This is an optimization exercise on Yosys and OpenROAD, whose aim is small area, a short achievable clock period and few clock cycles per item, not a production implementation. No run shown here included a check of the RTL's function; only the layout flow was run. Power and IR drop assume default switching activity.

### flow/config.mk
export PLATFORM = sky130hd
export DESIGN_NAME = tx_zc_phase_gen
export DESIGN_NICKNAME = tx_zc_phase_gen
export VERILOG_FILES = /design/flow/design.v
export SDC_FILE = /design/flow/constraint.sdc
export NUM_CORES = 4
export LEC_CHECK = 0
export CAP_MARGIN = 20
export CORE_MARGIN = 2
export CORE_UTILIZATION = 40
export CTS_BUF_LIST = sky130_fd_sc_hd__clkbuf_8
export CTS_CLUSTER_DIAMETER = 60
export CTS_CLUSTER_SIZE = 20
export SETUP_SLACK_MARGIN = 4.0
export SLEW_MARGIN = 20
### flow/constraint.sdc
create_clock -name core_clock -period 8.0 [get_ports {sys_clk}]
set_input_delay 1.6000 -clock core_clock [delete_from_list [all_inputs] [get_ports {sys_clk}]]
set_output_delay 1.6000 -clock core_clock [all_outputs]
set_load 0.01 [all_outputs]
### flow/design.v
package tx_zc_pkg;
    localparam int ZC_NZC_W_DEF = 12;
    localparam int ZC_OUT_W_DEF = 12;
    localparam int ZC_INV_W_DEF = 18;
    localparam int ZC_T_MULT = 24;
endpackage
module tx_zc_mul (
    input  logic        clk,
    input  logic        i_en,
    input  logic [16:0] i_th,
    input  logic [17:0] i_inv,
    output logic [11:0] o_y,
    output logic [16:0] o_p
);
    logic [18:0] thx;
    logic [8:0]  w_neg, w_one, w_two;
    logic [8:0]  neg, one, two;         
    logic [8:0]  negbn, onebn, twobn;   
    logic        r_dsgn;
    logic [18:0] pp0;
    logic [18:0] pp1;
    logic [18:0] pp2;
    logic [18:0] pp3;
    logic [18:0] pp4;
    logic [18:0] pp5;
    logic [18:0] pp6;
    logic [18:0] pp7;
    logic [18:0] pp8;
    logic [34:0] ra, rb;
    logic [34:6] r_a, r_b;
    logic        r_sgn, r_c6;
    logic [6:0]  w_l6;
    logic s1;
    logic c2;
    logic s3;
    logic c4;
    logic s5;
    logic c6;
    logic s7;
    logic c8;
    logic s9;
    logic c10;
    logic s11;
    logic c12;
    logic s13;
    logic c14;
    logic s15;
    logic c16;
    logic s17;
    logic c18;
    logic s19;
    logic c20;
    logic s21;
    logic c22;
    logic s23;
    logic c24;
    logic s25;
    logic c26;
    logic s27;
    logic c28;
    logic s29;
    logic c30;
    logic s31;
    logic c32;
    logic s33;
    logic c34;
    logic s35;
    logic c36;
    logic s37;
    logic c38;
    logic s39;
    logic c40;
    logic s41;
    logic c42;
    logic s43;
    logic c44;
    logic s45;
    logic c46;
    logic s47;
    logic c48;
    logic s49;
    logic c50;
    logic s51;
    logic c52;
    logic s53;
    logic c54;
    logic s55;
    logic c56;
    logic s57;
    logic c58;
    logic s59;
    logic c60;
    logic s61;
    logic c62;
    logic s63;
    logic c64;
    logic s65;
    logic c66;
    logic s67;
    logic c68;
    logic s69;
    logic c70;
    logic s71;
    logic c72;
    logic s73;
    logic c74;
    logic s75;
    logic c76;
    logic s77;
    logic c78;
    logic s79;
    logic c80;
    logic s81;
    logic c82;
    logic s83;
    logic c84;
    logic s85;
    logic c86;
    logic s87;
    logic c88;
    logic s89;
    logic c90;
    logic s91;
    logic c92;
    logic s93;
    logic c94;
    logic s95;
    logic c96;
    logic s97;
    logic c98;
    logic s99;
    logic c100;
    logic s101;
    logic c102;
    logic s103;
    logic c104;
    logic s105;
    logic c106;
    logic s107;
    logic c108;
    logic s109;
    logic c110;
    logic s111;
    logic c112;
    logic s113;
    logic c114;
    logic s115;
    logic c116;
    logic s117;
    logic c118;
    logic s119;
    logic c120;
    logic s121;
    logic c122;
    logic s123;
    logic c124;
    logic s125;
    logic c126;
    logic s127;
    logic c128;
    logic s129;
    logic c130;
    logic s131;
    logic c132;
    logic s133;
    logic c134;
    logic s135;
    logic c136;
    logic s137;
    logic c138;
    logic s139;
    logic c140;
    logic s141;
    logic c142;
    logic s143;
    logic c144;
    logic s145;
    logic c146;
    logic s147;
    logic c148;
    logic s149;
    logic c150;
    logic s151;
    logic c152;
    logic s153;
    logic c154;
    logic s155;
    logic c156;
    logic s157;
    logic c158;
    logic s159;
    logic c160;
    logic s161;
    logic c162;
    logic s163;
    logic c164;
    logic s165;
    logic c166;
    logic s167;
    logic c168;
    logic s169;
    logic c170;
    logic s171;
    logic c172;
    logic s173;
    logic c174;
    logic s175;
    logic c176;
    logic s177;
    logic c178;
    logic s179;
    logic c180;
    logic s181;
    logic c182;
    logic s183;
    logic c184;
    logic s185;
    logic c186;
    logic s187;
    logic c188;
    logic s189;
    logic c190;
    logic s191;
    logic c192;
    logic s193;
    logic c194;
    logic s195;
    logic c196;
    logic s197;
    logic c198;
    logic s199;
    logic c200;
    logic s201;
    logic c202;
    logic s203;
    logic c204;
    logic s205;
    logic c206;
    logic s207;
    logic c208;
    logic s209;
    logic c210;
    logic s211;
    logic c212;
    logic s213;
    logic c214;
    logic s215;
    logic c216;
    logic s217;
    logic c218;
    logic s219;
    logic c220;
    logic s221;
    logic c222;
    logic s223;
    logic c224;
    logic s225;
    logic c226;
    logic s227;
    logic c228;
    logic s229;
    logic c230;
    logic s231;
    logic c232;
    logic s233;
    logic c234;
    logic s235;
    logic c236;
    logic s237;
    logic c238;
    logic s239;
    logic c240;
    logic s241;
    logic c242;
    logic s243;
    logic c244;
    logic s245;
    logic c246;
    logic s247;
    logic c248;
    logic s249;
    logic c250;
    logic s251;
    logic c252;
    logic s253;
    logic c254;
    logic s255;
    logic c256;
    logic s257;
    logic c258;
    logic s259;
    logic c260;
    logic s261;
    logic c262;
    logic s263;
    logic c264;
    logic s265;
    logic c266;
    logic s267;
    logic c268;
    logic s269;
    logic c270;
    logic s271;
    logic c272;
    logic s273;
    logic c274;
    logic s275;
    logic c276;
    logic s277;
    logic c278;
    logic s279;
    logic c280;
    logic s281;
    logic c282;
    logic s283;
    logic c284;
    logic s285;
    logic c286;
    logic s287;
    logic c288;
    logic s289;
    logic c290;
    logic s291;
    logic c292;
    logic s293;
    logic c294;
    logic s295;
    logic c296;
    logic s297;
    logic c298;
    logic s299;
    logic c300;
    logic s301;
    logic c302;
    logic s303;
    logic c304;
    logic s305;
    logic c306;
    assign thx = {i_th[16], i_th, 1'b0};
    always_comb begin
        for (int i = 0; i < 9; i++) begin
            w_neg[i] = thx[2*i+2] & ~(thx[2*i+1] & thx[2*i]);
            w_one[i] = thx[2*i+1] ^ thx[2*i];
            w_two[i] = (thx[2*i+2] & ~thx[2*i+1] & ~thx[2*i]) | (~thx[2*i+2] & thx[2*i+1] & thx[2*i]);
        end
    end
    always_ff @(posedge clk) begin
        if (i_en) begin
            neg    <= w_neg;
            one    <= w_one;
            two    <= w_two;
            negbn  <= ~w_neg;
            onebn  <= ~w_one;
            twobn  <= ~w_two;
            r_dsgn <= i_th[16];
        end
    end
    assign pp0[9:0]  = (({10{one[0]}} & i_inv[9:0]) | ({10{two[0]}} & {i_inv[8:0], 1'b0})) ^ {10{neg[0]}};
    assign pp0[18:10] = (({9{~onebn[0]}} & {1'b0, i_inv[17:10]}) | ({9{~twobn[0]}} & i_inv[17:9])) ^ {9{~negbn[0]}};
    assign pp1[9:0]  = (({10{one[1]}} & i_inv[9:0]) | ({10{two[1]}} & {i_inv[8:0], 1'b0})) ^ {10{neg[1]}};
    assign pp1[18:10] = (({9{~onebn[1]}} & {1'b0, i_inv[17:10]}) | ({9{~twobn[1]}} & i_inv[17:9])) ^ {9{~negbn[1]}};
    assign pp2[9:0]  = (({10{one[2]}} & i_inv[9:0]) | ({10{two[2]}} & {i_inv[8:0], 1'b0})) ^ {10{neg[2]}};
    assign pp2[18:10] = (({9{~onebn[2]}} & {1'b0, i_inv[17:10]}) | ({9{~twobn[2]}} & i_inv[17:9])) ^ {9{~negbn[2]}};
    assign pp3[9:0]  = (({10{one[3]}} & i_inv[9:0]) | ({10{two[3]}} & {i_inv[8:0], 1'b0})) ^ {10{neg[3]}};
    assign pp3[18:10] = (({9{~onebn[3]}} & {1'b0, i_inv[17:10]}) | ({9{~twobn[3]}} & i_inv[17:9])) ^ {9{~negbn[3]}};
    assign pp4[9:0]  = (({10{one[4]}} & i_inv[9:0]) | ({10{two[4]}} & {i_inv[8:0], 1'b0})) ^ {10{neg[4]}};
    assign pp4[18:10] = (({9{~onebn[4]}} & {1'b0, i_inv[17:10]}) | ({9{~twobn[4]}} & i_inv[17:9])) ^ {9{~negbn[4]}};
    assign pp5[9:0]  = (({10{one[5]}} & i_inv[9:0]) | ({10{two[5]}} & {i_inv[8:0], 1'b0})) ^ {10{neg[5]}};
    assign pp5[18:10] = (({9{~onebn[5]}} & {1'b0, i_inv[17:10]}) | ({9{~twobn[5]}} & i_inv[17:9])) ^ {9{~negbn[5]}};
    assign pp6[9:0]  = (({10{one[6]}} & i_inv[9:0]) | ({10{two[6]}} & {i_inv[8:0], 1'b0})) ^ {10{neg[6]}};
    assign pp6[18:10] = (({9{~onebn[6]}} & {1'b0, i_inv[17:10]}) | ({9{~twobn[6]}} & i_inv[17:9])) ^ {9{~negbn[6]}};
    assign pp7[9:0]  = (({10{one[7]}} & i_inv[9:0]) | ({10{two[7]}} & {i_inv[8:0], 1'b0})) ^ {10{neg[7]}};
    assign pp7[18:10] = (({9{~onebn[7]}} & {1'b0, i_inv[17:10]}) | ({9{~twobn[7]}} & i_inv[17:9])) ^ {9{~negbn[7]}};
    assign pp8[9:0]  = (({10{one[8]}} & i_inv[9:0]) | ({10{two[8]}} & {i_inv[8:0], 1'b0})) ^ {10{neg[8]}};
    assign pp8[18:10] = (({9{~onebn[8]}} & {1'b0, i_inv[17:10]}) | ({9{~twobn[8]}} & i_inv[17:9])) ^ {9{~negbn[8]}};
    assign s1 = pp0[16] ^ pp1[14];
    assign c2 = pp0[16] & pp1[14];
    assign s3 = pp0[17] ^ pp1[15];
    assign c4 = pp0[17] & pp1[15];
    assign s5 = pp0[18] ^ pp1[16];
    assign c6 = pp0[18] & pp1[16];
    assign s7 = pp1[17] ^ pp2[15];
    assign c8 = pp1[17] & pp2[15];
    assign s9 = pp1[18] ^ pp2[16];
    assign c10 = pp1[18] & pp2[16];
    assign s11 = negbn[1] ^ pp2[17];
    assign c12 = negbn[1] & pp2[17];
    assign s13 = pp0[10] ^ pp1[8];
    assign c14 = pp0[10] & pp1[8];
    assign s15 = pp0[11] ^ pp1[9];
    assign c16 = pp0[11] & pp1[9];
    assign s17 = pp0[12] ^ pp1[10] ^ pp2[8];
    assign c18 = (pp0[12] & pp1[10]) | (pp0[12] & pp2[8]) | (pp1[10] & pp2[8]);
    assign s19 = pp3[6] ^ pp4[4];
    assign c20 = pp3[6] & pp4[4];
    assign s21 = pp0[13] ^ pp1[11] ^ pp2[9];
    assign c22 = (pp0[13] & pp1[11]) | (pp0[13] & pp2[9]) | (pp1[11] & pp2[9]);
    assign s23 = pp3[7] ^ pp4[5];
    assign c24 = pp3[7] & pp4[5];
    assign s25 = pp0[14] ^ pp1[12] ^ pp2[10];
    assign c26 = (pp0[14] & pp1[12]) | (pp0[14] & pp2[10]) | (pp1[12] & pp2[10]);
    assign s27 = pp3[8] ^ pp4[6] ^ pp5[4];
    assign c28 = (pp3[8] & pp4[6]) | (pp3[8] & pp5[4]) | (pp4[6] & pp5[4]);
    assign s29 = pp6[2] ^ pp7[0];
    assign c30 = pp6[2] & pp7[0];
    assign s31 = pp0[15] ^ pp1[13] ^ pp2[11];
    assign c32 = (pp0[15] & pp1[13]) | (pp0[15] & pp2[11]) | (pp1[13] & pp2[11]);
    assign s33 = pp3[9] ^ pp4[7] ^ pp5[5];
    assign c34 = (pp3[9] & pp4[7]) | (pp3[9] & pp5[5]) | (pp4[7] & pp5[5]);
    assign s35 = pp6[3] ^ pp7[1];
    assign c36 = pp6[3] & pp7[1];
    assign s37 = pp2[12] ^ pp3[10] ^ pp4[8];
    assign c38 = (pp2[12] & pp3[10]) | (pp2[12] & pp4[8]) | (pp3[10] & pp4[8]);
    assign s39 = pp5[6] ^ pp6[4] ^ pp7[2];
    assign c40 = (pp5[6] & pp6[4]) | (pp5[6] & pp7[2]) | (pp6[4] & pp7[2]);
    assign s41 = pp8[0] ^ neg[8] ^ s1;
    assign c42 = (pp8[0] & neg[8]) | (pp8[0] & s1) | (neg[8] & s1);
    assign s43 = pp2[13] ^ pp3[11] ^ pp4[9];
    assign c44 = (pp2[13] & pp3[11]) | (pp2[13] & pp4[9]) | (pp3[11] & pp4[9]);
    assign s45 = pp5[7] ^ pp6[5] ^ pp7[3];
    assign c46 = (pp5[7] & pp6[5]) | (pp5[7] & pp7[3]) | (pp6[5] & pp7[3]);
    assign s47 = pp8[1] ^ s3 ^ c2;
    assign c48 = (pp8[1] & s3) | (pp8[1] & c2) | (s3 & c2);
    assign s49 = pp2[14] ^ pp3[12] ^ pp4[10];
    assign c50 = (pp2[14] & pp3[12]) | (pp2[14] & pp4[10]) | (pp3[12] & pp4[10]);
    assign s51 = pp5[8] ^ pp6[6] ^ pp7[4];
    assign c52 = (pp5[8] & pp6[6]) | (pp5[8] & pp7[4]) | (pp6[6] & pp7[4]);
    assign s53 = pp8[2] ^ s5 ^ c4;
    assign c54 = (pp8[2] & s5) | (pp8[2] & c4) | (s5 & c4);
    assign s55 = pp3[13] ^ pp4[11] ^ pp5[9];
    assign c56 = (pp3[13] & pp4[11]) | (pp3[13] & pp5[9]) | (pp4[11] & pp5[9]);
    assign s57 = pp6[7] ^ pp7[5] ^ pp8[3];
    assign c58 = (pp6[7] & pp7[5]) | (pp6[7] & pp8[3]) | (pp7[5] & pp8[3]);
    assign s59 = ~negbn[0] ^ s7 ^ c6;
    assign c60 = (~negbn[0] & s7) | (~negbn[0] & c6) | (s7 & c6);
    assign s61 = pp3[14] ^ pp4[12] ^ pp5[10];
    assign c62 = (pp3[14] & pp4[12]) | (pp3[14] & pp5[10]) | (pp4[12] & pp5[10]);
    assign s63 = pp6[8] ^ pp7[6] ^ pp8[4];
    assign c64 = (pp6[8] & pp7[6]) | (pp6[8] & pp8[4]) | (pp7[6] & pp8[4]);
    assign s65 = ~negbn[0] ^ s9 ^ c8;
    assign c66 = (~negbn[0] & s9) | (~negbn[0] & c8) | (s9 & c8);
    assign s67 = pp3[15] ^ pp4[13] ^ pp5[11];
    assign c68 = (pp3[15] & pp4[13]) | (pp3[15] & pp5[11]) | (pp4[13] & pp5[11]);
    assign s69 = pp6[9] ^ pp7[7] ^ pp8[5];
    assign c70 = (pp6[9] & pp7[7]) | (pp6[9] & pp8[5]) | (pp7[7] & pp8[5]);
    assign s71 = negbn[0] ^ s11 ^ c10;
    assign c72 = (negbn[0] & s11) | (negbn[0] & c10) | (s11 & c10);
    assign s73 = pp2[18] ^ pp3[16] ^ pp4[14];
    assign c74 = (pp2[18] & pp3[16]) | (pp2[18] & pp4[14]) | (pp3[16] & pp4[14]);
    assign s75 = pp5[12] ^ pp6[10] ^ pp7[8];
    assign c76 = (pp5[12] & pp6[10]) | (pp5[12] & pp7[8]) | (pp6[10] & pp7[8]);
    assign s77 = ~(pp8[6] ^ c12);
    assign c78 = pp8[6] | c12;
    assign s79 = negbn[2] ^ pp3[17] ^ pp4[15];
    assign c80 = (negbn[2] & pp3[17]) | (negbn[2] & pp4[15]) | (pp3[17] & pp4[15]);
    assign s81 = pp5[13] ^ pp6[11] ^ pp7[9];
    assign c82 = (pp5[13] & pp6[11]) | (pp5[13] & pp7[9]) | (pp6[11] & pp7[9]);
    assign s83 = pp3[18] ^ pp4[16] ^ pp5[14];
    assign c84 = (pp3[18] & pp4[16]) | (pp3[18] & pp5[14]) | (pp4[16] & pp5[14]);
    assign s85 = pp6[12] ^ pp7[10];
    assign c86 = pp6[12] & pp7[10];
    assign s87 = negbn[3] ^ pp4[17] ^ pp5[15];
    assign c88 = (negbn[3] & pp4[17]) | (negbn[3] & pp5[15]) | (pp4[17] & pp5[15]);
    assign s89 = pp4[18] ^ pp5[16];
    assign c90 = pp4[18] & pp5[16];
    assign s91 = pp0[6] ^ pp1[4];
    assign c92 = pp0[6] & pp1[4];
    assign s93 = pp0[7] ^ pp1[5];
    assign c94 = pp0[7] & pp1[5];
    assign s95 = pp0[8] ^ pp1[6] ^ pp2[4];
    assign c96 = (pp0[8] & pp1[6]) | (pp0[8] & pp2[4]) | (pp1[6] & pp2[4]);
    assign s97 = pp3[2] ^ pp4[0];
    assign c98 = pp3[2] & pp4[0];
    assign s99 = pp0[9] ^ pp1[7] ^ pp2[5];
    assign c100 = (pp0[9] & pp1[7]) | (pp0[9] & pp2[5]) | (pp1[7] & pp2[5]);
    assign s101 = pp3[3] ^ pp4[1];
    assign c102 = pp3[3] & pp4[1];
    assign s103 = pp2[6] ^ pp3[4] ^ pp4[2];
    assign c104 = (pp2[6] & pp3[4]) | (pp2[6] & pp4[2]) | (pp3[4] & pp4[2]);
    assign s105 = pp5[0] ^ neg[5] ^ s13;
    assign c106 = (pp5[0] & neg[5]) | (pp5[0] & s13) | (neg[5] & s13);
    assign s107 = pp2[7] ^ pp3[5] ^ pp4[3];
    assign c108 = (pp2[7] & pp3[5]) | (pp2[7] & pp4[3]) | (pp3[5] & pp4[3]);
    assign s109 = pp5[1] ^ s15 ^ c14;
    assign c110 = (pp5[1] & s15) | (pp5[1] & c14) | (s15 & c14);
    assign s111 = pp5[2] ^ pp6[0] ^ neg[6];
    assign c112 = (pp5[2] & pp6[0]) | (pp5[2] & neg[6]) | (pp6[0] & neg[6]);
    assign s113 = s17 ^ s19 ^ c16;
    assign c114 = (s17 & s19) | (s17 & c16) | (s19 & c16);
    assign s115 = pp5[3] ^ pp6[1] ^ s21;
    assign c116 = (pp5[3] & pp6[1]) | (pp5[3] & s21) | (pp6[1] & s21);
    assign s117 = s23 ^ c18 ^ c20;
    assign c118 = (s23 & c18) | (s23 & c20) | (c18 & c20);
    assign s119 = neg[7] ^ s25 ^ s27;
    assign c120 = (neg[7] & s25) | (neg[7] & s27) | (s25 & s27);
    assign s121 = s29 ^ c22 ^ c24;
    assign c122 = (s29 & c22) | (s29 & c24) | (c22 & c24);
    assign s123 = s31 ^ s33 ^ s35;
    assign c124 = (s31 & s33) | (s31 & s35) | (s33 & s35);
    assign s125 = c26 ^ c28 ^ c30;
    assign c126 = (c26 & c28) | (c26 & c30) | (c28 & c30);
    assign s127 = s37 ^ s39 ^ s41;
    assign c128 = (s37 & s39) | (s37 & s41) | (s39 & s41);
    assign s129 = c32 ^ c34 ^ c36;
    assign c130 = (c32 & c34) | (c32 & c36) | (c34 & c36);
    assign s131 = s43 ^ s45 ^ s47;
    assign c132 = (s43 & s45) | (s43 & s47) | (s45 & s47);
    assign s133 = c38 ^ c40 ^ c42;
    assign c134 = (c38 & c40) | (c38 & c42) | (c40 & c42);
    assign s135 = s49 ^ s51 ^ s53;
    assign c136 = (s49 & s51) | (s49 & s53) | (s51 & s53);
    assign s137 = c44 ^ c46 ^ c48;
    assign c138 = (c44 & c46) | (c44 & c48) | (c46 & c48);
    assign s139 = s55 ^ s57 ^ s59;
    assign c140 = (s55 & s57) | (s55 & s59) | (s57 & s59);
    assign s141 = c50 ^ c52 ^ c54;
    assign c142 = (c50 & c52) | (c50 & c54) | (c52 & c54);
    assign s143 = s61 ^ s63 ^ s65;
    assign c144 = (s61 & s63) | (s61 & s65) | (s63 & s65);
    assign s145 = c56 ^ c58 ^ c60;
    assign c146 = (c56 & c58) | (c56 & c60) | (c58 & c60);
    assign s147 = s67 ^ s69 ^ s71;
    assign c148 = (s67 & s69) | (s67 & s71) | (s69 & s71);
    assign s149 = c62 ^ c64 ^ c66;
    assign c150 = (c62 & c64) | (c62 & c66) | (c64 & c66);
    assign s151 = s73 ^ s75 ^ s77;
    assign c152 = (s73 & s75) | (s73 & s77) | (s75 & s77);
    assign s153 = c68 ^ c70 ^ c72;
    assign c154 = (c68 & c70) | (c68 & c72) | (c70 & c72);
    assign s155 = pp8[7] ^ s79 ^ s81;
    assign c156 = (pp8[7] & s79) | (pp8[7] & s81) | (s79 & s81);
    assign s157 = c74 ^ c76 ^ c78;
    assign c158 = (c74 & c76) | (c74 & c78) | (c76 & c78);
    assign s159 = ~(pp8[8] ^ s83);
    assign c160 = pp8[8] | s83;
    assign s161 = s85 ^ c80 ^ c82;
    assign c162 = (s85 & c80) | (s85 & c82) | (c80 & c82);
    assign s163 = pp6[13] ^ pp7[11] ^ pp8[9];
    assign c164 = (pp6[13] & pp7[11]) | (pp6[13] & pp8[9]) | (pp7[11] & pp8[9]);
    assign s165 = s87 ^ c84 ^ c86;
    assign c166 = (s87 & c84) | (s87 & c86) | (c84 & c86);
    assign s167 = pp6[14] ^ pp7[12] ^ pp8[10];
    assign c168 = (pp6[14] & pp7[12]) | (pp6[14] & pp8[10]) | (pp7[12] & pp8[10]);
    assign s169 = ~(s89 ^ c88);
    assign c170 = s89 | c88;
    assign s171 = negbn[4] ^ pp5[17] ^ pp6[15];
    assign c172 = (negbn[4] & pp5[17]) | (negbn[4] & pp6[15]) | (pp5[17] & pp6[15]);
    assign s173 = pp7[13] ^ pp8[11] ^ c90;
    assign c174 = (pp7[13] & pp8[11]) | (pp7[13] & c90) | (pp8[11] & c90);
    assign s175 = pp5[18] ^ pp6[16] ^ pp7[14];
    assign c176 = (pp5[18] & pp6[16]) | (pp5[18] & pp7[14]) | (pp6[16] & pp7[14]);
    assign s177 = ~pp8[12];
    assign c178 = pp8[12];
    assign s179 = negbn[5] ^ pp6[17] ^ pp7[15];
    assign c180 = (negbn[5] & pp6[17]) | (negbn[5] & pp7[15]) | (pp6[17] & pp7[15]);
    assign s181 = pp6[18] ^ pp7[16];
    assign c182 = pp6[18] & pp7[16];
    assign s183 = pp0[4] ^ pp1[2];
    assign c184 = pp0[4] & pp1[2];
    assign s185 = pp0[5] ^ pp1[3] ^ pp2[1];
    assign c186 = (pp0[5] & pp1[3]) | (pp0[5] & pp2[1]) | (pp1[3] & pp2[1]);
    assign s187 = pp2[2] ^ pp3[0] ^ neg[3];
    assign c188 = (pp2[2] & pp3[0]) | (pp2[2] & neg[3]) | (pp3[0] & neg[3]);
    assign s189 = pp2[3] ^ pp3[1] ^ s93;
    assign c190 = (pp2[3] & pp3[1]) | (pp2[3] & s93) | (pp3[1] & s93);
    assign s191 = neg[4] ^ s95 ^ s97;
    assign c192 = (neg[4] & s95) | (neg[4] & s97) | (s95 & s97);
    assign s193 = s99 ^ s101 ^ c96;
    assign c194 = (s99 & s101) | (s99 & c96) | (s101 & c96);
    assign s195 = s103 ^ s105 ^ c100;
    assign c196 = (s103 & s105) | (s103 & c100) | (s105 & c100);
    assign s197 = s107 ^ s109 ^ c104;
    assign c198 = (s107 & s109) | (s107 & c104) | (s109 & c104);
    assign s199 = s111 ^ s113 ^ c108;
    assign c200 = (s111 & s113) | (s111 & c108) | (s113 & c108);
    assign s201 = s115 ^ s117 ^ c112;
    assign c202 = (s115 & s117) | (s115 & c112) | (s117 & c112);
    assign s203 = s119 ^ s121 ^ c116;
    assign c204 = (s119 & s121) | (s119 & c116) | (s121 & c116);
    assign s205 = s123 ^ s125 ^ c120;
    assign c206 = (s123 & s125) | (s123 & c120) | (s125 & c120);
    assign s207 = s127 ^ s129 ^ c124;
    assign c208 = (s127 & s129) | (s127 & c124) | (s129 & c124);
    assign s209 = s131 ^ s133 ^ c128;
    assign c210 = (s131 & s133) | (s131 & c128) | (s133 & c128);
    assign s211 = s135 ^ s137 ^ c132;
    assign c212 = (s135 & s137) | (s135 & c132) | (s137 & c132);
    assign s213 = s139 ^ s141 ^ c136;
    assign c214 = (s139 & s141) | (s139 & c136) | (s141 & c136);
    assign s215 = s143 ^ s145 ^ c140;
    assign c216 = (s143 & s145) | (s143 & c140) | (s145 & c140);
    assign s217 = s147 ^ s149 ^ c144;
    assign c218 = (s147 & s149) | (s147 & c144) | (s149 & c144);
    assign s219 = s151 ^ s153 ^ c148;
    assign c220 = (s151 & s153) | (s151 & c148) | (s153 & c148);
    assign s221 = s155 ^ s157 ^ c152;
    assign c222 = (s155 & s157) | (s155 & c152) | (s157 & c152);
    assign s223 = s159 ^ s161 ^ c156;
    assign c224 = (s159 & s161) | (s159 & c156) | (s161 & c156);
    assign s225 = s163 ^ s165 ^ c160;
    assign c226 = (s163 & s165) | (s163 & c160) | (s165 & c160);
    assign s227 = s167 ^ s169 ^ c164;
    assign c228 = (s167 & s169) | (s167 & c164) | (s169 & c164);
    assign s229 = s171 ^ s173 ^ c168;
    assign c230 = (s171 & s173) | (s171 & c168) | (s173 & c168);
    assign s231 = s175 ^ s177 ^ c172;
    assign c232 = (s175 & s177) | (s175 & c172) | (s177 & c172);
    assign s233 = pp8[13] ^ s179 ^ c176;
    assign c234 = (pp8[13] & s179) | (pp8[13] & c176) | (s179 & c176);
    assign s235 = ~(pp8[14] ^ s181);
    assign c236 = pp8[14] | s181;
    assign s237 = negbn[6] ^ pp7[17] ^ pp8[15];
    assign c238 = (negbn[6] & pp7[17]) | (negbn[6] & pp8[15]) | (pp7[17] & pp8[15]);
    assign s239 = pp7[18] ^ pp8[16];
    assign c240 = pp7[18] & pp8[16];
    assign s241 = pp0[2] ^ pp1[0];
    assign c242 = pp0[2] & pp1[0];
    assign s243 = pp0[3] ^ pp1[1];
    assign c244 = pp0[3] & pp1[1];
    assign s245 = pp2[0] ^ neg[2] ^ s183;
    assign c246 = (pp2[0] & neg[2]) | (pp2[0] & s183) | (neg[2] & s183);
    assign s247 = ~(s185 ^ c184);
    assign c248 = s185 | c184;
    assign s249 = s91 ^ s187 ^ c186;
    assign c250 = (s91 & s187) | (s91 & c186) | (s187 & c186);
    assign s251 = c92 ^ s189 ^ c188;
    assign c252 = (c92 & s189) | (c92 & c188) | (s189 & c188);
    assign s253 = c94 ^ s191 ^ c190;
    assign c254 = (c94 & s191) | (c94 & c190) | (s191 & c190);
    assign s255 = c98 ^ s193 ^ c192;
    assign c256 = (c98 & s193) | (c98 & c192) | (s193 & c192);
    assign s257 = c102 ^ s195 ^ c194;
    assign c258 = (c102 & s195) | (c102 & c194) | (s195 & c194);
    assign s259 = c106 ^ s197 ^ c196;
    assign c260 = (c106 & s197) | (c106 & c196) | (s197 & c196);
    assign s261 = c110 ^ s199 ^ c198;
    assign c262 = (c110 & s199) | (c110 & c198) | (s199 & c198);
    assign s263 = c114 ^ s201 ^ c200;
    assign c264 = (c114 & s201) | (c114 & c200) | (s201 & c200);
    assign s265 = c118 ^ s203 ^ c202;
    assign c266 = (c118 & s203) | (c118 & c202) | (s203 & c202);
    assign s267 = c122 ^ s205 ^ c204;
    assign c268 = (c122 & s205) | (c122 & c204) | (s205 & c204);
    assign s269 = c126 ^ s207 ^ c206;
    assign c270 = (c126 & s207) | (c126 & c206) | (s207 & c206);
    assign s271 = c130 ^ s209 ^ c208;
    assign c272 = (c130 & s209) | (c130 & c208) | (s209 & c208);
    assign s273 = c134 ^ s211 ^ c210;
    assign c274 = (c134 & s211) | (c134 & c210) | (s211 & c210);
    assign s275 = c138 ^ s213 ^ c212;
    assign c276 = (c138 & s213) | (c138 & c212) | (s213 & c212);
    assign s277 = c142 ^ s215 ^ c214;
    assign c278 = (c142 & s215) | (c142 & c214) | (s215 & c214);
    assign s279 = c146 ^ s217 ^ c216;
    assign c280 = (c146 & s217) | (c146 & c216) | (s217 & c216);
    assign s281 = c150 ^ s219 ^ c218;
    assign c282 = (c150 & s219) | (c150 & c218) | (s219 & c218);
    assign s283 = c154 ^ s221 ^ c220;
    assign c284 = (c154 & s221) | (c154 & c220) | (s221 & c220);
    assign s285 = c158 ^ s223 ^ c222;
    assign c286 = (c158 & s223) | (c158 & c222) | (s223 & c222);
    assign s287 = c162 ^ s225 ^ c224;
    assign c288 = (c162 & s225) | (c162 & c224) | (s225 & c224);
    assign s289 = c166 ^ s227 ^ c226;
    assign c290 = (c166 & s227) | (c166 & c226) | (s227 & c226);
    assign s291 = c170 ^ s229 ^ c228;
    assign c292 = (c170 & s229) | (c170 & c228) | (s229 & c228);
    assign s293 = c174 ^ s231 ^ c230;
    assign c294 = (c174 & s231) | (c174 & c230) | (s231 & c230);
    assign s295 = c178 ^ s233 ^ c232;
    assign c296 = (c178 & s233) | (c178 & c232) | (s233 & c232);
    assign s297 = c180 ^ s235 ^ c234;
    assign c298 = (c180 & s235) | (c180 & c234) | (s235 & c234);
    assign s299 = c182 ^ s237 ^ c236;
    assign c300 = (c182 & s237) | (c182 & c236) | (s237 & c236);
    assign s301 = ~(s239 ^ c238);
    assign c302 = s239 | c238;
    assign s303 = negbn[7] ^ pp8[17] ^ c240;
    assign c304 = (negbn[7] & pp8[17]) | (negbn[7] & c240) | (pp8[17] & c240);
    assign s305 = ~pp8[18];
    assign c306 = pp8[18];
    assign ra[0] = pp0[0];
    assign rb[0] = neg[0];
    assign ra[1] = pp0[1];
    assign rb[1] = 1'b0;
    assign ra[2] = neg[1];
    assign rb[2] = s241;
    assign ra[3] = s243;
    assign rb[3] = c242;
    assign ra[4] = s245;
    assign rb[4] = c244;
    assign ra[5] = s247;
    assign rb[5] = c246;
    assign ra[6] = s249;
    assign rb[6] = c248;
    assign ra[7] = s251;
    assign rb[7] = c250;
    assign ra[8] = s253;
    assign rb[8] = c252;
    assign ra[9] = s255;
    assign rb[9] = c254;
    assign ra[10] = s257;
    assign rb[10] = c256;
    assign ra[11] = s259;
    assign rb[11] = c258;
    assign ra[12] = s261;
    assign rb[12] = c260;
    assign ra[13] = s263;
    assign rb[13] = c262;
    assign ra[14] = s265;
    assign rb[14] = c264;
    assign ra[15] = s267;
    assign rb[15] = c266;
    assign ra[16] = s269;
    assign rb[16] = c268;
    assign ra[17] = s271;
    assign rb[17] = c270;
    assign ra[18] = s273;
    assign rb[18] = c272;
    assign ra[19] = s275;
    assign rb[19] = c274;
    assign ra[20] = s277;
    assign rb[20] = c276;
    assign ra[21] = s279;
    assign rb[21] = c278;
    assign ra[22] = s281;
    assign rb[22] = c280;
    assign ra[23] = s283;
    assign rb[23] = c282;
    assign ra[24] = s285;
    assign rb[24] = c284;
    assign ra[25] = s287;
    assign rb[25] = c286;
    assign ra[26] = s289;
    assign rb[26] = c288;
    assign ra[27] = s291;
    assign rb[27] = c290;
    assign ra[28] = s293;
    assign rb[28] = c292;
    assign ra[29] = s295;
    assign rb[29] = c294;
    assign ra[30] = s297;
    assign rb[30] = c296;
    assign ra[31] = s299;
    assign rb[31] = c298;
    assign ra[32] = s301;
    assign rb[32] = c300;
    assign ra[33] = s303;
    assign rb[33] = c302;
    assign ra[34] = s305;
    assign rb[34] = c304;
    assign w_l6 = {1'b0, ra[5:0]} + {1'b0, rb[5:0]};
    always_ff @(posedge clk) begin
        if (i_en) begin
            r_a   <= ra[34:6];
            r_b   <= rb[34:6];
            r_sgn <= r_dsgn;
            r_c6  <= w_l6[6];
        end
    end
    logic [22:6] w_lo;
    logic [17:0] w_sum;
    assign w_sum = {r_a[22:6], r_c6} + {r_b[22:6], r_c6};
    assign w_lo  = w_sum[17:1];
    assign o_p  = w_lo[22:6];
    logic [34:17] w_p, w_o, w_g;
    logic         w_z0, w_z1;
    assign w_p   = r_a[34:17] ^ r_b[34:17];
    assign w_o   = r_a[34:17] | r_b[34:17];
    assign w_g   = r_a[34:17] & r_b[34:17];
    assign w_z0  = !w_lo[17] && (w_o[33:17] == w_p[34:18]);
    assign w_z1  = w_lo[17] && (w_g[33:17] == ~w_p[34:18]);
    assign o_y   = (w_z0 || w_z1) ? w_lo[17:6] : (r_sgn ? 12'h800 : 12'h7ff);
endmodule
module tx_zc_phase_gen #(
    parameter int NZC_W  = tx_zc_pkg::ZC_NZC_W_DEF,
    parameter int OUT_W  = tx_zc_pkg::ZC_OUT_W_DEF,
    parameter int INV_W  = tx_zc_pkg::ZC_INV_W_DEF,
    parameter int PH_W   = NZC_W + 5
) (
    input  logic             sys_clk,
    input  logic             rst,
    input  logic             start,
    input  logic             abort,
    input  logic [NZC_W-1:0] zc_N_zc,
    input  logic [NZC_W-1:0] zc_len,
    input  logic [NZC_W-1:0] zc_start_index,
    input  logic [PH_W-1:0]  zc_Q,
    input  logic [PH_W-1:0]  zc_P,
    input  logic [INV_W-1:0] zc_inv_T,
    input  logic             theta_ready,
    output logic             theta_valid,
    output logic [OUT_W-1:0] theta_data,
    output logic             theta_last,
    output logic             busy,
    output logic             cfg_err
);
    logic        r_busy, r_idle, r_cfg_err;
    logic        r_ph_q2;    
    logic        r_ph_q2b;   
    logic        r_ph_e0;    
    logic        r_ph_run;   
    logic        r_ph_w1;    
    logic        r_ph_w2;    
    logic        r_ph_w3;    
    logic        r_s1_valid, r_s1_last, r_s2_valid, r_s2_last, r_out_valid, r_out_last;
    logic [11:0] r_out_data;
    logic [11:0] r_nzc;          
    logic [13:0] r_nt3;          
    logic [16:0] r_q;            
    logic [16:0] r_p;            
    logic [17:0] r_inv;          
    logic [11:0] r_rem;          
    logic [11:0] r_skip;         
    logic [11:0]        r_mc;    
    logic               r_wrap;  
    logic signed [16:0] r_th;    
    logic [16:0]        r_e;     
    logic [4:0]         r_z;     
    logic [4:0]         r_pm;    
    logic [13:0] w_3n;
    logic [14:0] w_qc_a, w_qc_b, w_qc_s, w_qc_c, w_qc_r;
    logic [14:0] w_pc_s, w_pc_c, w_pc_r;
    logic [15:0] w_q2_a, w_q2_b, w_q2_s, w_q2_c, w_q2x;
    logic        w_cfg_ok, w_accept, w_adv, w_step, w_done, w_last_step;
    logic [16:0] w_t;
    logic [16:0] w_q2;
    logic [18:0] w_tha, w_thb, w_tnx, w_hnx, w_ths, w_s1, w_c1, w_ths_m, w_s2, w_c2, w_thc;
    logic [16:0] w_th_nxt;
    logic        w_wrap_nxt;
    logic [16:0] w_ea;
    logic [18:0] w_eq, w_tx, w_ed, w_s3, w_c3, w_edt;
    logic [16:0] w_e_nxt;
    logic [1:0]  w_p3;
    logic [4:0]  w_pm;
    logic [3:0]  w_zl_s;
    logic [4:0]  w_z_nxt, w_zth5;
    logic [16:0] w_zth;
    logic [17:0] w_mul_b;
    logic [11:0] w_sat;
    logic [16:0] w_prod;
    logic        w_th_ld;
    logic [16:0] w_th_d;
    assign w_qc_a   = {3'b000, zc_N_zc};
    assign w_qc_b   = ~{1'b0, zc_N_zc, 2'b00};
    assign w_qc_s   = w_qc_a ^ w_qc_b ^ {1'b0, zc_Q[16:3]};
    assign w_qc_c   = {(w_qc_a[13:0] & w_qc_b[13:0]) | ((w_qc_a[13:0] | w_qc_b[13:0]) & zc_Q[16:3]), 1'b1};
    assign w_qc_r   = w_qc_s + w_qc_c;
    assign w_pc_s   = w_qc_a ^ w_qc_b ^ {1'b0, zc_P[16:3]};
    assign w_pc_c   = {(w_qc_a[13:0] & w_qc_b[13:0]) | ((w_qc_a[13:0] | w_qc_b[13:0]) & zc_P[16:3]), 1'b1};
    assign w_pc_r   = w_pc_s + w_pc_c;
    assign w_cfg_ok = (zc_N_zc[11:2] != '0 || zc_N_zc[1:0] == 2'd3) && (zc_len != '0) &&
                      (zc_start_index < zc_len) && w_qc_r[14] && w_pc_r[14];
    assign w_accept = !r_busy && start && w_cfg_ok;
    assign w_adv       = !(r_out_valid && !theta_ready);
    assign w_step      = w_adv && r_ph_run;
    assign w_last_step = (r_rem == 12'd1);
    assign w_done      = r_out_valid && r_out_last && theta_ready;
    assign w_t    = ~{r_nt3, 3'b111};
    assign w_3n    = 14'(r_nzc) + {1'b0, r_nzc, 1'b0};
    assign w_q2_a  = {4'b0000, r_nzc};
    assign w_q2_b  = ~{2'b00, r_nzc, 2'b00};
    assign w_q2_s  = w_q2_a ^ w_q2_b ^ {1'b0, r_q[16:2]};
    assign w_q2_c  = {(w_q2_a[14:0] & w_q2_b[14:0]) | ((w_q2_a[14:0] | w_q2_b[14:0]) & r_q[16:2]), 1'b1};
    assign w_q2x   = w_q2_s + w_q2_c;
    assign w_q2    = r_e[15] ? {r_q[15:0], 1'b0} : {r_e[13:0], r_q[1:0], 1'b0};
    assign w_tha  = {r_th[16], r_th[16], r_th};
    assign w_thb  = {2'b00, r_e};
    assign w_tnx  = {2'b11, r_nt3, 3'b111};
    assign w_hnx  = {3'b111, r_nt3, 2'b11};
    assign w_ths  = w_tha + w_thb;
    assign w_s1   = w_tha ^ w_thb ^ w_tnx;
    assign w_c1   = {(w_tha[17:0] & w_thb[17:0]) | (w_tha[17:0] & w_tnx[17:0]) | (w_thb[17:0] & w_tnx[17:0]), 1'b1};
    assign w_ths_m = w_s1 + w_c1;
    assign w_s2   = w_tha ^ w_thb ^ w_hnx;
    assign w_c2   = {(w_tha[17:0] & w_thb[17:0]) | (w_tha[17:0] & w_hnx[17:0]) | (w_thb[17:0] & w_hnx[17:0]), 1'b1};
    assign w_thc  = w_s2 + w_c2;
    assign w_th_nxt = w_thc[18] ? w_ths[16:0] : w_ths_m[16:0];
    assign w_ea   = r_e;
    assign w_eq   = {2'b11, r_q};
    assign w_tx   = {2'b00, w_t};
    assign w_ed   = {2'b00, w_ea} + w_eq + 19'd1;
    assign w_s3   = {2'b00, w_ea} ^ w_eq ^ w_tx;
    assign w_c3   = {({1'b0, w_ea} & w_eq[17:0]) | ({1'b0, w_ea} & w_tx[17:0]) | (w_eq[17:0] & w_tx[17:0]), 1'b1};
    assign w_edt  = w_s3 + w_c3;
    assign w_e_nxt = w_ed[18] ? w_edt[16:0] : w_ed[16:0];
    function automatic logic [1:0] add3(input logic [1:0] a, input logic [1:0] b);
        case ({a, b})
            4'b0000: add3 = 2'd0;  4'b0001: add3 = 2'd1;  4'b0010: add3 = 2'd2;
            4'b0100: add3 = 2'd1;  4'b0101: add3 = 2'd2;  4'b0110: add3 = 2'd0;
            4'b1000: add3 = 2'd2;  4'b1001: add3 = 2'd0;  4'b1010: add3 = 2'd1;
            default: add3 = 2'd0;
        endcase
    endfunction
    function automatic logic [1:0] red3(input logic [1:0] g);
        red3 = {g[1] & ~g[0], g[0] & ~g[1]};
    endfunction
    always_comb begin
        logic [1:0] r0, r1, r2, r3, r4, r5, r6;
        r0 = red3(r_p[4:3]);   r1 = red3(r_p[6:5]);   r2 = red3(r_p[8:7]);
        r3 = red3(r_p[10:9]);  r4 = red3(r_p[12:11]); r5 = red3(r_p[14:13]);
        r6 = red3(r_p[16:15]);
        w_p3 = add3(add3(add3(r0, r1), add3(r2, r3)), add3(add3(r4, r5), r6));
    end
    assign w_pm = {w_p3, r_p[2:0]};
    assign w_zl_s  = {1'b0, r_z[2:0]} + {1'b0, r_pm[2:0]};
    assign w_z_nxt = {add3(add3(r_z[4:3], r_pm[4:3]), {1'b0, w_zl_s[3]}), w_zl_s[2:0]};
    assign w_zth5  = (r_z[4:3] == 2'd2) ? {2'b11, r_z[2:0]} :
                     (r_z[4:3] == 2'd1 && r_z[2]) ? {2'b10, r_z[2:0]} : {1'b0, r_z[3], r_z[2:0]};
    assign w_zth   = {{12{w_zth5[4]}}, w_zth5};
    always_comb begin
        if (r_ph_q2)      w_th_d = '0;
        else if (r_ph_w3) w_th_d = w_prod;
        else if (r_wrap)  w_th_d = w_zth;
        else              w_th_d = w_th_nxt;
    end
    assign w_th_ld = r_ph_q2 || (w_adv && (r_ph_run || r_ph_w3));
    assign w_mul_b = r_ph_w2 ? {r_nzc, 6'b000000} : r_inv;
    tx_zc_mul u_mul (.clk(sys_clk), .i_en(w_adv), .i_th(r_th), .i_inv(w_mul_b),
                     .o_y(w_sat), .o_p(w_prod));
    assign w_wrap_nxt = r_ph_q2 ? 1'b0 : (w_step ? (!r_wrap && r_mc == 12'd2) : r_wrap);
    always_ff @(posedge sys_clk) begin
        if (rst || abort) begin
            r_busy      <= 1'b0;
            r_idle      <= 1'b1;
            r_ph_q2     <= 1'b0;
            r_ph_q2b    <= 1'b0;
            r_ph_e0     <= 1'b0;
            r_ph_run    <= 1'b0;
            r_ph_w1     <= 1'b0;
            r_ph_w2     <= 1'b0;
            r_ph_w3     <= 1'b0;
            r_s1_valid  <= 1'b0;
            r_s1_last   <= 1'b0;
            r_s2_valid  <= 1'b0;
            r_s2_last   <= 1'b0;
            r_out_valid <= 1'b0;
            r_out_last  <= 1'b0;
            r_cfg_err   <= 1'b0;
        end else begin
            r_cfg_err <= !r_busy && start && !w_cfg_ok;
            if (!r_busy) begin
                r_busy  <= w_accept;
                r_idle  <= !w_accept;
                r_ph_q2 <= w_accept;
            end else begin
                if (w_done) begin
                    r_busy <= 1'b0;
                    r_idle <= 1'b1;
                end
                r_ph_q2  <= 1'b0;
                r_ph_q2b <= r_ph_q2;
                r_ph_e0  <= r_ph_q2b;
                if (r_ph_e0) r_ph_run <= 1'b1;
                if (w_adv) begin
                    if (r_ph_run && (w_last_step || r_wrap)) r_ph_run <= 1'b0;
                    r_ph_w1 <= r_ph_run && !w_last_step && r_wrap;
                    r_ph_w2 <= r_ph_w1;
                    r_ph_w3 <= r_ph_w2;
                    if (r_ph_w3) r_ph_run <= 1'b1;
                end
            end
            if (w_adv) begin
                r_s1_valid  <= w_step && (r_skip == '0);
                r_s1_last   <= w_last_step;
                r_s2_valid  <= r_s1_valid;
                r_s2_last   <= r_s1_last;
                r_out_valid <= r_s2_valid;
                r_out_last  <= r_s2_last;
            end
        end
    end
    always_ff @(posedge sys_clk) begin
        if (r_idle) begin
            r_nzc  <= zc_N_zc;
            r_q    <= zc_Q;
            r_p    <= zc_P;
            r_inv  <= zc_inv_T;
            r_rem  <= zc_len;
            r_skip <= zc_start_index;
        end else begin
            if (r_ph_q2)  r_nt3 <= ~w_3n;
            if (r_ph_q2b) r_q   <= ~w_q2;
            if (r_ph_e0)  r_p   <= w_e_nxt;
            if (w_step) begin
                r_rem <= r_rem - 12'd1;
                if (r_skip != '0) r_skip <= r_skip - 12'd1;
            end
        end
    end
    always_ff @(posedge sys_clk) begin
        if (w_th_ld) begin
            r_th <= w_th_d;
        end
        r_wrap <= w_wrap_nxt;
        if (r_ph_q2) begin
            r_mc   <= r_nzc;
            r_pm   <= w_pm;
            r_z    <= w_pm;
        end
        if (r_ph_q2) begin
            r_e <= {1'b0, w_q2x};
        end
        if (r_ph_q2b) begin
            r_e <= r_p;
        end
        if (r_ph_e0) begin
            r_e <= w_e_nxt;
        end
        if (w_step) begin
            r_e <= r_wrap ? r_p : w_e_nxt;
            if (r_wrap) begin
                r_z    <= w_z_nxt;
                r_mc   <= r_nzc;
            end else begin
                r_mc   <= r_mc - 12'd1;
            end
        end
        if (w_adv) begin
            r_out_data <= w_sat;
        end
    end
    assign theta_valid = r_out_valid;
    assign theta_data  = r_out_data;
    assign theta_last  = r_out_last;
    assign busy        = r_busy;
    assign cfg_err     = r_cfg_err;
endmodule
### flow/flow/run.sh
#!/bin/bash
# The standard layout, with the ports buffered by buf_2 cells instead of the
# default choice of buffer cell.
set -euo pipefail
export BUFFER_PORTS_ARGS="-buffer_cell sky130_fd_sc_hd__buf_2"
bash standard.sh > standard.log 2>&1
### flow/standard.sh
#!/bin/bash
# synth_recipe.tcl (not shown) runs the flow's synth.tcl, then flattens the netlist and writes it again
# the make line also repeats each setting of config.mk as NAME=value (left out here)
make -C /OpenROAD-flow-scripts/flow DESIGN_CONFIG=/design/flow/config.mk WORK_HOME=/design/flow/orfs CLKGATE_MAP_FILE= SYNTH_SCRIPT=/design/flow/synth_recipe.tcl "${@:-finish}"
==> results of run 1 <==
-- final cells by class --
class                      count  area share
tap                          940      0.0380
clock inverter                28      0.0108
timing repair buffer         167      0.0342
sequential                   300       0.284
inverter                     422      0.0514
multi-input combinational   1973       0.566
clock buffer                  36      0.0160
-- synth_stat cells (6+ instances only) --
| cell type | count | share of area |
|---|---|---|
| nand3_1 | 36 | 0.0064 |
| o21ai_0 | 108 | 0.019 |
| nand2b_1 | 31 | 0.0069 |
| nor2b_1 | 26 | 0.0058 |
| o21bai_1 | 14 | 0.0037 |
| nand2_1 | 149 | 0.020 |
| clkbuf_1 | 93 | 0.012 |
| a31oi_1 | 14 | 0.0031 |
| a21oi_1 | 129 | 0.023 |
| xnor2_1 | 195 | 0.061 |
| o22ai_1 | 69 | 0.015 |
| o21ai_1 | 6 | 0.0011 |
| mux2_2 | 19 | 0.0076 |
| mux2i_1 | 65 | 0.023 |
| a211oi_1 | 20 | 0.0053 |
| a22oi_1 | 79 | 0.021 |
| edfxtp_1 | 278 | 0.30 |
| and2_1 | 6 | 0.0013 |
| dfxtp_1 | 22 | 0.016 |
| ha_1 | 259 | 0.12 |
| nand4_1 | 11 | 0.0024 |
| xor2_1 | 127 | 0.039 |
| a221oi_1 | 6 | 0.0019 |
| nor4_1 | 18 | 0.0040 |
| o31ai_1 | 7 | 0.0019 |
| inv_1 | 420 | 0.056 |
| o21a_1 | 37 | 0.0099 |
| buf_1 | 20 | 0.0027 |
| or3_1 | 8 | 0.0018 |
| or2_2 | 8 | 0.0018 |
| nor3_1 | 29 | 0.0052 |
| and3_1 | 8 | 0.0018 |
| fa_1 | 201 | 0.14 |
| a221o_1 | 8 | 0.0028 |
| o211ai_1 | 7 | 0.0019 |
| a21o_1 | 51 | 0.014 |
| a211o_1 | 6 | 0.0019 |
| nor2_1 | 145 | 0.019 |
-- path summary, 6_finish.rpt --
path / start / to / slack, ns / cells past startpoint
max: r_ph_w2$_SDFFE_PP0P_ / u_mul.r_a[21]$_DFFE_PN_ / 4.04 / 11
min reg2reg: u_mul.r_dsgn$_DFFE_PN_ / u_mul.r_sgn$_DFFE_PN_ / 0.43 / 0
min: u_mul.r_dsgn$_DFFE_PN_ / u_mul.r_sgn$_DFFE_PN_ / 0.43 / 0
max reg2reg: r_ph_w2$_SDFFE_PP0P_ / u_mul.r_a[21]$_DFFE_PN_ / 4.04 / 11
-- cell families (layout without fill, tap and decap cells) --
group | count (synthesis) | in the layout
multiplexers | 87 | 87
adder cells (fa/ha/maj) | 460 | 460
XOR/XNOR | 322 | 322
flip-flops | 300 | 300
AO/OA/AOI/OAI | 611 | 613
AND/OR/NAND/NOR | 491 | 491
buffers and inverters | 543 | 653
-- per-stage QoR --
step           utilization  std cells  total power [mW]
2_1_floorplan            -       2814              4.75
3_3_place_gp         0.423       3759              5.68
3_5_place_dp         0.424       3760              5.81
4_1_cts              0.439       3844              7.14
5_1_grt              0.443       3866              7.67
6_report             0.443       3866              7.10
-- worst register-to-register path: stages (launching register included) --
cell and delay [ns]:
dfxtp_4 0.39, buf_12 0.16, mux2i_4 0.42, o22ai_1 0.15
xnor2_1 0.16, ha_1 0.33, fa_1 0.54, inv_1 0.05
fa_1 0.46, fa_1 0.54, inv_1 0.05, fa_1 0.43
-- power by group through the flow --
stage               Clock [mW]  Sequential (mW)  Combinational (mW)
floorplan                    0             2.23                2.52
global placement             0             2.34                3.35
detailed placement           0             2.35                3.47
CTS                       1.32             2.31                3.51
global route              1.37             2.33                3.97
finish                    1.28             2.30                3.51
-- flip-flops by register name (all words and copies together), names as in the netlist, 5 cells and up --
register     cells
r_nzc           12
r_p             17
r_z              5
u_mul.r_b       29
r_inv           18
r_mc            12
r_out_data      12
u_mul.r_a       29
r_rem           12
r_pm             5
u_mul.negbn      9
r_nt3           14
u_mul.one        9
u_mul.neg        9
r_skip          12
r_e             17
u_mul.onebn      9
r_th            17
u_mul.twobn      8
r_q             17
u_mul.two        8
-- what timing repair did --
action,CTS,global route
buffers inserted,18,21
gates resized for setup,14,19
cloned,2,1
endpoints found under the setup margin,52,60
pin swaps,1,3
-- cells in the final DEF (no fill, tap or decap), drive strengths merged, types with 7 or more instances in the layout --
master,Yosys,layout
o22ai,69,69
xnor2,195,195
nor3,30,30
o31ai,9,9
mux2,21,21
ha,259,259
fa,201,201
or3,8,8
nor2,145,145
nand4,11,11
clkbuf,93,36
inv,421,431
nand2b,31,31
clkinv,1,11
edfxtp,278,278
a21o,51,51
a221o,8,8
buf,28,166
nor2b,26,26
nand2,149,149
o211ai,7,7
mux2i,66,66
a22oi,79,79
or2,8,8
o21a,38,38
a31oi,14,14
o21ai,115,115
dfxtp,22,22
nand3,36,36
nor4,18,18
o21bai,14,14
a211oi,21,21
xor2,127,127
a21oi,131,133
and3,8,8
-- routing by layer --
layer / vias up / track usage
li1: 9850 / -
met1: 10300 / 0.269
met2: 569 / 0.353
met3: 139 / 0.0206
met4: 0 / 0.0607
met5: - / 0
==> out/metrics.csv, run 1 <==
metric,value,unit
yosys.area_share.simple,0.0811,
synthFlopType,edfxtp_1,
ir_worst_vdd,191,uV
htreeDepth,2,
worst_slack,4.04,ns
clk_pin_slew,0.09,ns
synth_seq_area_share,0.312,
gp_congestion,0.910,
nets,3452,
setup_tns,0,ns
max_stage_delay,0.54,ns
crit_family,adder cells,
routed_wl,75.0,mm
path_class,register to register,
insertion_delay,0.64,ns
holdWs,0.425,ns
core-area,69900,um2
cts_tree,done,
slew_viol_final,0,
start_util,0.403,
drtIter0Drc,1528,
met2_length,36.3,mm
postSynthAreaPerCell,10.0,um2
syn_nets,3367,
die_w,269,um
pwr-share-seq,0.325,
io_buffers,108,
hpwl,60.1,mm
diodes,0,
p_comb_frac,0.495,
finalCriticalPeriod,3.96,ns
synth_fa_ha_area_frac,0.258,
cp.arrival,4.32,ns
antenna_found_initial,0,
p_sw,2.96,mW
slew_headroom,0.249,
crit_slowest_cell,fa_1,
clkPwrFrac,0.180,
grt_pass1_vias,21200,
crit_fanout,10,
fin_crit_sh,0.495,
regArea,8800,um2
cts_root_buffer,clkbuf_8,
multi_input_area,17500,um2
critical_path.most_common_cell,fa_1,
fmax,253,MHz
cp.required,8.36,ns
numCtsBuffers,35,
ys_warn_count,2,
worstMarginPinSlew,1.12,ns
drt-met1-wl,33.4,mm
synth-seq-cells,300,
design_area,31000,um2
firstDrtPassIters,7,
cap_violations,0,
cp_num_buf_inv,3,
setup_viol,0,
num_vias,20800,
fp.dieArea,72500,um2
cts_sinks,300,
synthMuxAreaShare,0.0323,
num_rows,97,
grt_max_degree,77,
rsz0062_at_grt,true,
power.density,229,nW/um2
grt_use_total,0.203,
overflow,0,
synth_compound_area_frac,0.143,
wire_per_inst,19.4,um
cp-start-kind,register,
synthToLayoutAreaGrowth,9.95,%
end_kind,register,
synth-xor-area-share,0.100,
placed_area,29600,um2
holdBufCountCts,0,
finalClockSkew,0.0497,ns
drtAntennaViolNets,0,
die_height,269,um
drc,0,
wl_met3,3.05,mm
ioPinCount,109,
nFillCells,6649,
p_leak,13.7,nW
synth_top_family_by_area,adder cells,
cts_max_path_buffers,3,
ys_types,84,
synth_edf_count,278,
hold_viol_final,0,
pre_cts_slack,3.34,ns
cp_cell_sequence,buf_12 > mux2i_4 > o22ai_1 > xnor2_1 > ha_1 > fa_1 > inv_1 > fa_1 > fa_1 > inv_1 > fa_1,
drive_above_1_share,0.102,
synthArstFlopShare,0,
netlist_area,28200,um2
routed.top_layer,met4,
switching_share,0.417,
syn_inst,2814,
vias_per_cell,5.39,
internal-power,4.14,mW
grt_pass1_wl,117,mm
hold_class,register to register,
status,finished clean,
==> run 2: changes to the inputs <==
--- a/flow/config.mk
+++ b/flow/config.mk
@@ -12,4 +12,4 @@
 export CTS_CLUSTER_DIAMETER = 60
 export CTS_CLUSTER_SIZE = 20
-export SETUP_SLACK_MARGIN = 4.0
+export SETUP_SLACK_MARGIN = 4.3
 export SLEW_MARGIN = 20
==> run 2 against run 1 <==
Still clean on timing, DRC and antenna. Die area is the same. Global-route usage rose by 0.68 points. Sequential share of layout area decreased by 0.76 points. Via count is 1.6% higher. Register-to-register slack gained 0.03 ns. Count of clock-buffer cells in the layout down 5. Clock power is 4% lower. Sequential power about the same. Critical endpoint is now u_mul.r_a[25]$_DFFE_PN_. Largest cell class unchanged. Largest power group unchanged. Highest routed layer unchanged.
==> out/metrics.csv, run 2 <==
metric,value,unit,change
cp.arrival,4.36,ns,+0.04 ns
worst_slack,4.07,ns,+0.0286 ns
nFillCells,6679,,+0.45%
diodes,0,,unchanged
pre_cts_slack,3.33,ns,-0.00945 ns
fin_crit_sh,0.491,,-0.00357
ir_worst_vdd,179,uV,-6.5%
rsz0062_at_grt,true,,
routed.top_layer,met4,,
crit_slowest_cell,edfxtp_1,,
max_stage_delay,0.61,ns,+0.07 ns
numCtsBuffers,31,,-11%
core-area,69900,um2,unchanged
firstDrtPassIters,6,,-1
gp_congestion,0.889,,-2.3%
netlist_area,28200,um2,unchanged
cap_violations,0,,unchanged
dp.cells,3757,,-0.080%
placed_area,29700,um2,+0.13%
cp_cell_sequence,mux2i_4 > buf_4 > buf_6 > o22ai_1 > xnor2_1 > fa_1 > inv_1 > fa_1 > inv_1 > fa_1 > inv_1 > fa_1,,
cts_root_buffer,clkbuf_8,,
reg_top3,"u_mul.r_a: 29 flops, u_mul.r_b: 29 flops, r_inv: 18 flops",,
synth_edf_count,278,,unchanged
crit_fanout,5,,-5
cp.required,8.43,ns,+0.07 ns
r2r_start,r_nzc[10]$_DFFE_PP_,,
design_area,31800,um2,+2.7%
holdBufCountCts,0,,unchanged
synthFlopType,edfxtp_1,,
fp.dieArea,72500,um2,unchanged
nets,3523,,+2.1%
io_buffers,108,,unchanged
syn_nets,3367,,unchanged
r2r_cells,12,,+1
htreeDepth,1,,-1
slew_viol_final,0,,unchanged
netlist_top_cells_area,"edfxtp_1 30%, fa_1 14%, ha_1 12%",,
status,finished clean,,
whs_path_depth,0,,unchanged
num_rows,97,,unchanged
synthArstFlopShare,0,,unchanged
syn_inst,2814,,unchanged
path_class,register to register,,
critPathLaunch,r_nzc[10]$_DFFE_PP_,,
yosysTopAreaCellShare,0.296,,unchanged
final_common_cell,inv_1,,
hpwl,60.9,mm,+1.3%
fin_util,0.455,,+0.0121
die_w,269,um,unchanged
power,7.15,mW,+0.75%
grt_pass1_vias,21800,,+2.4%
hold_viol_final,0,,unchanged
synth_area_leader_cell,edfxtp_1,,
critical_path.most_common_cell,fa_1,,
finalClockSkew,0.0492,ns,-0.000489 ns
vias_per_cell,5.38,,-0.13%
drt-met1-wl,33.1,mm,-0.78%
cts_max_path_buffers,3,,unchanged
drtAntennaViolNets,0,,unchanged
hold_class,register to register,,
hp-start,u_mul.r_dsgn$_DFFE_PN_,,
start_util,0.403,,unchanged
drtIter0Drc,1606,,+5.1%
synthToLayoutAreaGrowth,13.0,%,
grt_use_total,0.210,,+0.00680
die_height,269,um,unchanged
insertion_delay,0.70,ns,+0.06 ns
ys_types,84,,unchanged
grt_pass1_wl,121,mm,+3.3%
slew_headroom,0.301,,+0.0525
final_cell_mix,"412 x inv_1, 278 x edfxtp_1, 257 x ha_1",,
setup_tns,0,ns,unchanged
overflow,0,,unchanged
synth_most_common_cell,inv_1,,
cp-start-kind,register,,
antenna_found_initial,0,,unchanged
synth_seq_area_share,0.312,,unchanged
synthTopCellsByCount,"420 x inv_1, 278 x edfxtp_1, 259 x ha_1",,
end_kind,register,,
drive_above_1_share,0.139,,+0.0374
wl_met3,3.98,mm,+30%
num_vias,21200,,+1.6%
holdWs,0.432,ns,+0.00685 ns
ys_warn_count,2,,unchanged
power.density,225,nW/um2,-1.9%
fin_cells,3934,,+1.8%
finalCriticalPeriod,3.93,ns,-0.0286 ns
clk_pin_slew,0.11,ns,+0.02 ns
setup_viol,0,,unchanged
routed_wl,77.5,mm,+3.2%
cts_tree,done,,
synth-seq-cells,300,,unchanged
grt_max_degree,135,,+75%
met2_length,37.9,mm,+4.2%
p_leak,14.1,nW,+2.8%
fmax,254,MHz,+0.73%
wire_per_inst,19.7,um,+1.5%
postSynthAreaPerCell,10.0,um2,unchanged
worstMarginPinSlew,1.04,ns,-0.0748 ns
drc,0,,unchanged
ioPinCount,109,,unchanged
cts_sinks,300,,unchanged
## run 2: cell count changes in the layout (fill, tap and decap cells not counted), sizes merged
cell	delta
buf	+77
clkbuf	-5
inv	+4
bufinv	-3
clkinvlp	-2
a21oi	-1
bufbuf	-1
clkinv	-1
## run 2: metal layers
layer | vias up | GRT usage
met4 | 0 | 0.0570
met2 | 591 | 0.372
met5 | - | 0
met1 | 10500 | 0.271
li1 | 9978 | -
met3 | 137 | 0.0243
## run 2: worst paths after layout
kind | to | slack, ns
max | u_mul.r_a[25]$_DFFE_PN_ | 4.07
min | u_mul.r_sgn$_DFFE_PN_ | 0.43
max reg2reg | u_mul.r_a[25]$_DFFE_PN_ | 4.07
min reg2reg | u_mul.r_sgn$_DFFE_PN_ | 0.43
## run 2: timing repair
action / 4_1_cts / 5_1_grt
gates cloned: 1 / 0
setup buffers: 72 / 46
endpoints found under the setup margin: 84 / 60
gates resized for setup: 29 / 62
pin swaps: 8 / 40
## run 2: logic make-up (layout without fill, tap and decap cells)
| kind of cell | after synthesis | in the layout | share of synthesized area |
|---|---|---|---|
| adder cells (fa/ha/maj) | 460 | 460 | 0.258 |
| flip-flops | 300 | 300 | 0.312 |
| multiplexers | 87 | 87 | 0.0323 |
| AND/OR/NAND/NOR | 491 | 491 | 0.0811 |
| AO/OA/AOI/OAI | 611 | 612 | 0.143 |
| buffers and inverters | 543 | 722 | 0.0731 |
| XOR/XNOR | 322 | 322 | 0.100 |
## run 2: critical path: cells and delay by family (launching register included)
| family | cells | cell delay (ns) |
|---|---|---|
| mux | 1 | 0.35 |
| flops | 1 | 0.61 |
| fa+ha+maj | 4 | 2.01 |
| compound gates | 1 | 0.08 |
| xor+xnor | 1 | 0.17 |
| buf+inv | 5 | 0.45 |
## run 2: power breakdown
group	total [mW]	internal [mW]	switching, mW	leakage, nW
Sequential	2.30	2.09	0.213	3.02
Combinational	3.62	1.50	2.13	10.7
Clock	1.23	0.500	0.726	0.392
Total	7.15	4.08	3.07	14.1
## run 2: final cells by class
| cell class | count | area (um2) | area share |
|---|---|---|---|
| inverters | 422 | 1600 | 0.0503 |
| flip-flops and latches | 300 | 8800 | 0.277 |
| well taps | 940 | 1180 | 0.0370 |
| clock inverters | 26 | 360 | 0.0113 |
| repair buffers | 243 | 1710 | 0.0539 |
| multi-input cells | 1972 | 17700 | 0.558 |
| clock buffers | 31 | 427 | 0.0134 |

[re-timing with driven ports]
No port has a modelled driver above. Below, the same layouts with a new extraction and two added sets of constraints.
Step 1 (the two cells are an assumption about what drives the block):
set clk [get_ports {sys_clk}]
set_driving_cell -lib_cell sky130_fd_sc_hd__clkbuf_16 $clk
set_driving_cell -lib_cell sky130_fd_sc_hd__buf_2 [delete_from_list [all_inputs] $clk]
Step 2 times the ports against the registers' clock, not the clock port: input delays grow and output delays shrink by t, the midpoint of the rising clock arrivals with the driver on.
a / b / c = ideal ports / drivers / drivers and shift; a / b = the first two.
| run | t (ns) | slack for setup (ns) | worst slew at a driven data input, ns |
|---|---|---|---|
| run 1 | 0.675 | 4.042 / 4.042 / 3.697 | 0.05 |
| run 2 | 0.742 | 4.070 / 4.070 / 3.831 | 0.05 |
After both steps setup and hold are still met in every run listed. For run 1, which loses most, drivers alone change the setup slack by 0.000 ns; drivers and shift together by -0.345 ns.
